From an optimization exercise on the open Yosys and OpenROAD flow, aimed at small area; shortcuts taken in it are not production practice. Function was checked by simulation only, so behaviour that the tests miss may differ from the original. Power figures rest on the tool's default switching activity, not on a simulated workload.

==> flow/design.v <==
`default_nettype none
package map_pkg;
    localparam int screen_width = 640;
    localparam int upper_bound  = 20;
    localparam int lower_bound  = 460;
    localparam int scroll_speed = 4;
    localparam int min_width  = 20;
    localparam int max_width  = 80;
    localparam int min_height = 20;
    localparam int max_height = 150;
    localparam int min_gap    = 80;
    localparam int max_gap    = 180;
    localparam int delete_margin = -100;
    localparam int offscreen_x = 700;
    localparam int offscreen_y = 500;
endpackage
`default_nettype wire
`timescale 1ns/100ps
`default_nettype none
module obstacle_generator (
    input  wire        clk,
    input  wire        rst_n,
    output logic [5:0] shape_wr,    
    output logic [8:0] shape_y,     
    output logic [8:0] shape_yd,    
    output logic [5:0] shape_gap    
);
    logic [31:0] lfsr;
    always_ff @(posedge clk or negedge rst_n) begin
        if (!rst_n) lfsr <= 32'h2;
        else        lfsr <= {1'b0, lfsr[31:1]} ^ (lfsr[0] ? 32'h8020_0003 : 32'h0);
    end
    logic [5:0] wb;
    logic [1:0] wa;
    logic       wwrap;
    logic [2:0] wn;      
    logic [3:0] w3n;     
    assign wb = lfsr[5:0];
    assign wa = lfsr[7:6];
    always_comb begin
        case (wa)
            2'd0: wwrap = wb >= 6'd61;
            2'd1: wwrap = wb >= 6'd58;
            2'd2: wwrap = wb >= 6'd55;
            default: wwrap = wb >= 6'd52;
        endcase
        wn = {1'b0, wa} + {2'b0, wwrap};
        w3n = {1'b0, wn} + {wn, 1'b0};
    end
    map_rca #(6) u_w (.a(wb), .b({2'b0, w3n}), .ci(1'b0), .s(shape_wr), .co());
    logic [7:0] vh;
    logic       hge;
    logic [7:0] h;
    assign vh  = lfsr[15:8];
    assign hge = vh[7] && vh[6:0] >= 7'd3;
    map_rca #(8) u_h (.a(vh), .b(hge ? 8'd145 : 8'd20), .ci(1'b0), .s(h), .co());
    logic [9:0] s;       
    logic       wrap;
    logic [8:0] ym;
    map_rca #(9) u_s (.a(lfsr[31:23]), .b({1'b0, h}), .ci(1'b0), .s(s[8:0]), .co(s[9]));
    assign wrap = s >= 10'd441;
    assign ym   = wrap ? s[8:0] : lfsr[31:23];
    map_rca #(9) u_y  (.a(ym), .b(wrap ? 9'd91 : 9'd20), .ci(1'b0), .s(shape_y), .co());
    map_rca #(9) u_yd (.a(shape_y), .b({1'b0, h}), .ci(1'b0), .s(shape_yd), .co());
    logic [6:0] vg;
    logic       gge;
    logic [7:0] gc;
    logic [7:0] ge;
    assign vg  = lfsr[22:16];
    assign gge = lfsr[23] ? vg >= 7'd74 : vg >= 7'd101;
    always_comb begin
        case ({lfsr[23], gge})
            2'b00:   gc = 8'd83;
            2'b01:   gc = 8'd238;
            2'b10:   gc = 8'd110;
            default: gc = 8'd9;
        endcase
    end
    map_rca #(8) u_ge (.a({1'b0, vg}), .b(gc), .ci(1'b0), .s(ge), .co());
    assign shape_gap = ge[7:2];
endmodule
`default_nettype wire
`timescale 1ns/100ps
`default_nettype none
module obstacle_field #(
    parameter int num_obstacles = 10,
    parameter int score_limit   = 9999
) (
    input  wire                         clk,
    input  wire                         rst_n,
    input  wire  [1:0]                  mode,
    input  wire  [5:0]                  shape_wr,
    input  wire  [8:0]                  shape_y,
    input  wire  [8:0]                  shape_yd,
    input  wire  [5:0]                  shape_gap,
    output logic [num_obstacles*38-1:0] boxes,
    output logic [13:0]                 score
);
    localparam int n = num_obstacles;
    logic       run_q, idle_q;         
    logic [5:0] wait_q;                
    logic [13:0] score_q;
    logic [n-1:0] act_q;
    logic [7:0] pn_q [n];              
    logic [5:0] wr_q [n];              
    logic [8:0] yn_q [n];
    logic [8:0] ydn_q[n];
    logic [n-1:0] spawn;
    logic [n-1:0] del;
    logic [n-1:0] act_d;
    logic [5:0]   wait_d;
    logic         free_seen;
    always_comb begin
        free_seen = 1'b0;
        for (int i = 0; i < n; i++) begin
            spawn[i]  = run_q && wait_q == 6'd0 && !act_q[i] && !free_seen;
            free_seen = free_seen | !act_q[i];
        end
    end
    genvar g;
    generate
        for (g = 0; g < n; g++) begin : slot
            logic       vis;
            logic [7:0] p;       
            logic [7:0] pn_inc;
            logic [4:0] k;       
            logic [8:0] pr;      
            assign p = ~pn_q[g];
            assign k = {1'b0, wr_q[g][5:2]} + 5'd5;
            map_rca #(9) u_pr (.a({p[7] & p[6], p}), .b({4'd0, k}), .ci(1'b0), .s(pr), .co());
            map_rca #(8) u_pn (.a(pn_q[g]), .b(8'd0), .ci(run_q), .s(pn_inc), .co());
            assign del[g] = run_q && act_q[g] && $signed(pr) <= -26;
            assign vis = act_q[g] && !(p[7] && (p[6] || p[5]));
            assign boxes[g*38 +: 38] = vis ?
                {p, 2'b00, pr[7:0], wr_q[g][1:0], ~yn_q[g], ~ydn_q[g]} :
                {10'd700, 10'd700, 9'd500, 9'd500};
            assign act_d[g] = idle_q ? 1'b0 : (spawn[g] | (act_q[g] & !del[g]));
            always_ff @(posedge clk) begin
                if (spawn[g]) begin
                    wr_q[g]  <= shape_wr;
                    yn_q[g]  <= ~shape_y;
                    ydn_q[g] <= ~shape_yd;
                end
                pn_q[g] <= spawn[g] ? ~8'd160 : pn_inc;
            end
        end
    endgenerate
    always_comb begin
        if (idle_q) begin
            score  = '0;
            wait_d = 6'd20;
        end else if (run_q) begin
            score  = (|del && score_q != 14'(score_limit)) ? score_q + 14'd1 : score_q;
            if (wait_q != 6'd0)  wait_d = wait_q - 6'd1;
            else if (|spawn)     wait_d = shape_gap;
            else                 wait_d = 6'd0;
        end else begin
            score  = score_q;
            wait_d = wait_q;
        end
    end
    always_ff @(posedge clk or negedge rst_n) begin
        if (!rst_n) begin
            run_q   <= 1'b0;
            idle_q  <= 1'b0;
            wait_q  <= 6'd20;
            score_q <= '0;
            act_q   <= '0;
        end else begin
            run_q   <= mode == 2'd1;
            idle_q  <= mode == 2'd0;
            wait_q  <= wait_d;
            score_q <= score;
            act_q   <= act_d;
        end
    end
endmodule
`default_nettype wire
`timescale 1ns/100ps
`default_nettype none
module map_rca #(
    parameter int W = 8
) (
    input  wire  [W-1:0] a,
    input  wire  [W-1:0] b,
    input  wire          ci,
    output logic [W-1:0] s,
    output logic         co
);
    logic [W:0] c;
    always_comb begin
        c[0] = ci;
        for (int i = 0; i < W; i++) begin
            s[i]   = a[i] ^ b[i] ^ c[i];
            c[i+1] = (a[i] & b[i]) | (a[i] & c[i]) | (b[i] & c[i]);
        end
        co = c[W];
    end
endmodule
`default_nettype wire
`timescale 1ns/100ps
`default_nettype none
module map #(
    parameter int num_obstacles = 10,
    parameter int score_limit   = 9999
) (
    input  wire                         clk,
    input  wire                         rst_n,
    input  wire  [1:0]                  mode,
    output logic [num_obstacles*38-1:0] boxes,
    output logic [13:0]                 score
);
    logic [5:0] shape_wr;
    logic [8:0] shape_y;
    logic [8:0] shape_yd;
    logic [5:0] shape_gap;
    obstacle_generator u_generator (
        .clk       (clk),
        .rst_n     (rst_n),
        .shape_wr  (shape_wr),
        .shape_y   (shape_y),
        .shape_yd  (shape_yd),
        .shape_gap (shape_gap)
    );
    obstacle_field #(
        .num_obstacles (num_obstacles),
        .score_limit   (score_limit)
    ) u_field (
        .clk       (clk),
        .rst_n     (rst_n),
        .mode      (mode),
        .shape_wr  (shape_wr),
        .shape_y   (shape_y),
        .shape_yd  (shape_yd),
        .shape_gap (shape_gap),
        .boxes     (boxes),
        .score     (score)
    );
endmodule
`default_nettype wire
==> flow/config.mk <==
export PLATFORM = sky130hd
export DESIGN_NAME = map
export DESIGN_NICKNAME = map
export VERILOG_FILES = /design/flow/design.v
export SDC_FILE = /design/flow/constraint.sdc
export NUM_CORES = 4
export LEC_CHECK = 0
export CAP_MARGIN = 20
export CORE_MARGIN = 2
export CORE_UTILIZATION = 40
export SLEW_MARGIN = 20
==> flow/constraint.sdc <==
create_clock -name core_clock -period 100.0 [get_ports {clk}]
set_input_delay 20.0000 -clock core_clock [delete_from_list [all_inputs] [get_ports {clk}]]
set_output_delay 20.0000 -clock core_clock [all_outputs]
set_load 0.01 [all_outputs]
standard.sh (not shown) runs the stock make flow with config.mk's settings and CLKGATE_MAP_FILE= SYNTH_SCRIPT=/design/flow/synth_recipe.tcl, a recipe that flattens the netlist after the stock synthesis.
==> flow/flow/run.sh <==
#!/bin/bash
# Standard ORFS layout (the standard.sh, unchanged synthesis) with
# changes that only affect area:
#  - port buffers use the smallest buffer (buf_1) instead of the default
#    delay-buffer cell; every input and output port still gets a buffer;
#  - CTS builds the tree from clkbuf_8 cells, without dummy loads;
set -euo pipefail
export BUFFER_PORTS_ARGS="-buffer_cell sky130_fd_sc_hd__buf_1"
export CTS_ARGS="-sink_clustering_enable -repair_clock_nets -sink_clustering_size 16 -sink_clustering_max_diameter 60 -buf_list sky130_fd_sc_hd__clkbuf_8 -dont_use_dummy_load"
bash ./standard.sh finish > orfs_flow.log 2>&1 || { tail -50 orfs_flow.log; exit 1; }
tail -5 orfs_flow.log
The starting point went through all stages and came out clean.
Next try:
--- a/flow/flow/run.sh
+++ b/flow/flow/run.sh
@@ -6,0 +7,2 @@
+#  - after global routing, cells on paths with positive slack are downsized
+#    (ORFS's RECOVER_POWER step).
@@ -9,0 +12 @@
+export RECOVER_POWER=100
Outcome: With this change the flow finished but fails on max-capacitance violations, max-slew violations. Wire length barely changes. Worst hold slack is about the same. Clock-buffer cell count stays the same. Die area is unchanged. Setup slack gets better by 0.010 ns. Global-route usage stays the same. Sequential power stays flat. Synthesized cell count stays the same. Cell area fell by 0.72%. Core utilization fell by 0.33 points. Fmax is about the same.
Next try:
==> flow/flow/run.sh (replaced) <==
#!/bin/bash
# Standard ORFS layout (the standard.sh and its synthesis script) with
# changes that only affect area:
#  - synthesis maps the logic with an area-oriented ABC script
#    (flow/abc_area.script) in place of ORFS's speed script; everything else
#    in synthesis, the registers included, is the standard one;
#  - port buffers use the smallest buffer (buf_1) instead of the default
#    delay-buffer cell; every input and output port still gets a buffer;
#  - CTS builds the tree from clkbuf_8 cells, without dummy loads.
# Each step's full output goes to a log file in this folder.
set -euo pipefail
here=$(pwd)
rm -rf "$here/scripts_area"
cp -r "$FLOW_HOME/scripts" "$here/scripts_area"
cp "$here/flow/abc_area.script" "$here/scripts_area/abc_speed.script"
export BUFFER_PORTS_ARGS="-buffer_cell sky130_fd_sc_hd__buf_1"
export CTS_ARGS="-sink_clustering_enable -repair_clock_nets -sink_clustering_size 16 -sink_clustering_max_diameter 60 -buf_list sky130_fd_sc_hd__clkbuf_8 -dont_use_dummy_load"
bash ./standard.sh synth SCRIPTS_DIR="$here/scripts_area" > synth.log 2>&1 || { tail -50 synth.log; exit 1; }
bash ./standard.sh finish > layout.log 2>&1 || { tail -50 layout.log; exit 1; }
tail -5 layout.log
==> flow/flow/abc_area.script (new file) <==
strash
ifraig
scorr
dc2
strash
&get -n
&dch -f
&nf -R 1000
&put
strash
dc2
&get -n
&dch -f
&nf -R 1000
&put
topo
Result: Now the flow went through all stages and came out clean. Clock skew falls by 0.029 ns. Power hardly moves. Fmax falls by 5.2%. Synthesized area falls by 3.9%. Worst setup slack degrades by 1.4 ns. Core utilization rises by 1.3 points.

-- separate check: timing with driven ports --
In the flow no input, the clock included, has a driving cell. The finished layouts below were timed again as built, in two steps. Step 1 sets driving cells, clkbuf_16 on the clock port and buf_2 on the other inputs (assumed; they add their load-dependent delay and slew). Step 2 times the ports against the registers' clock, not the clock port: input delays grow and output delays shrink by t, the midpoint of the rising clock arrivals with the driver on. Slacks: ideal ports / drivers / drivers and shift; pairs: ideal ports / drivers.
run	t, ns	setup slack, ns	worst hold slack (ns)	worst data-port slew with drivers (ns)
the first run	0.634	74.588 / 74.537 / 75.171	0.402 / 0.402 / 0.402	0.03
the second run	0.637	74.599 / 74.548 / 75.185	0.403 / 0.403 / 0.403	0.03
the third run	0.645	73.193 / 73.139 / 73.784	0.383 / 0.383 / 0.383	0.05
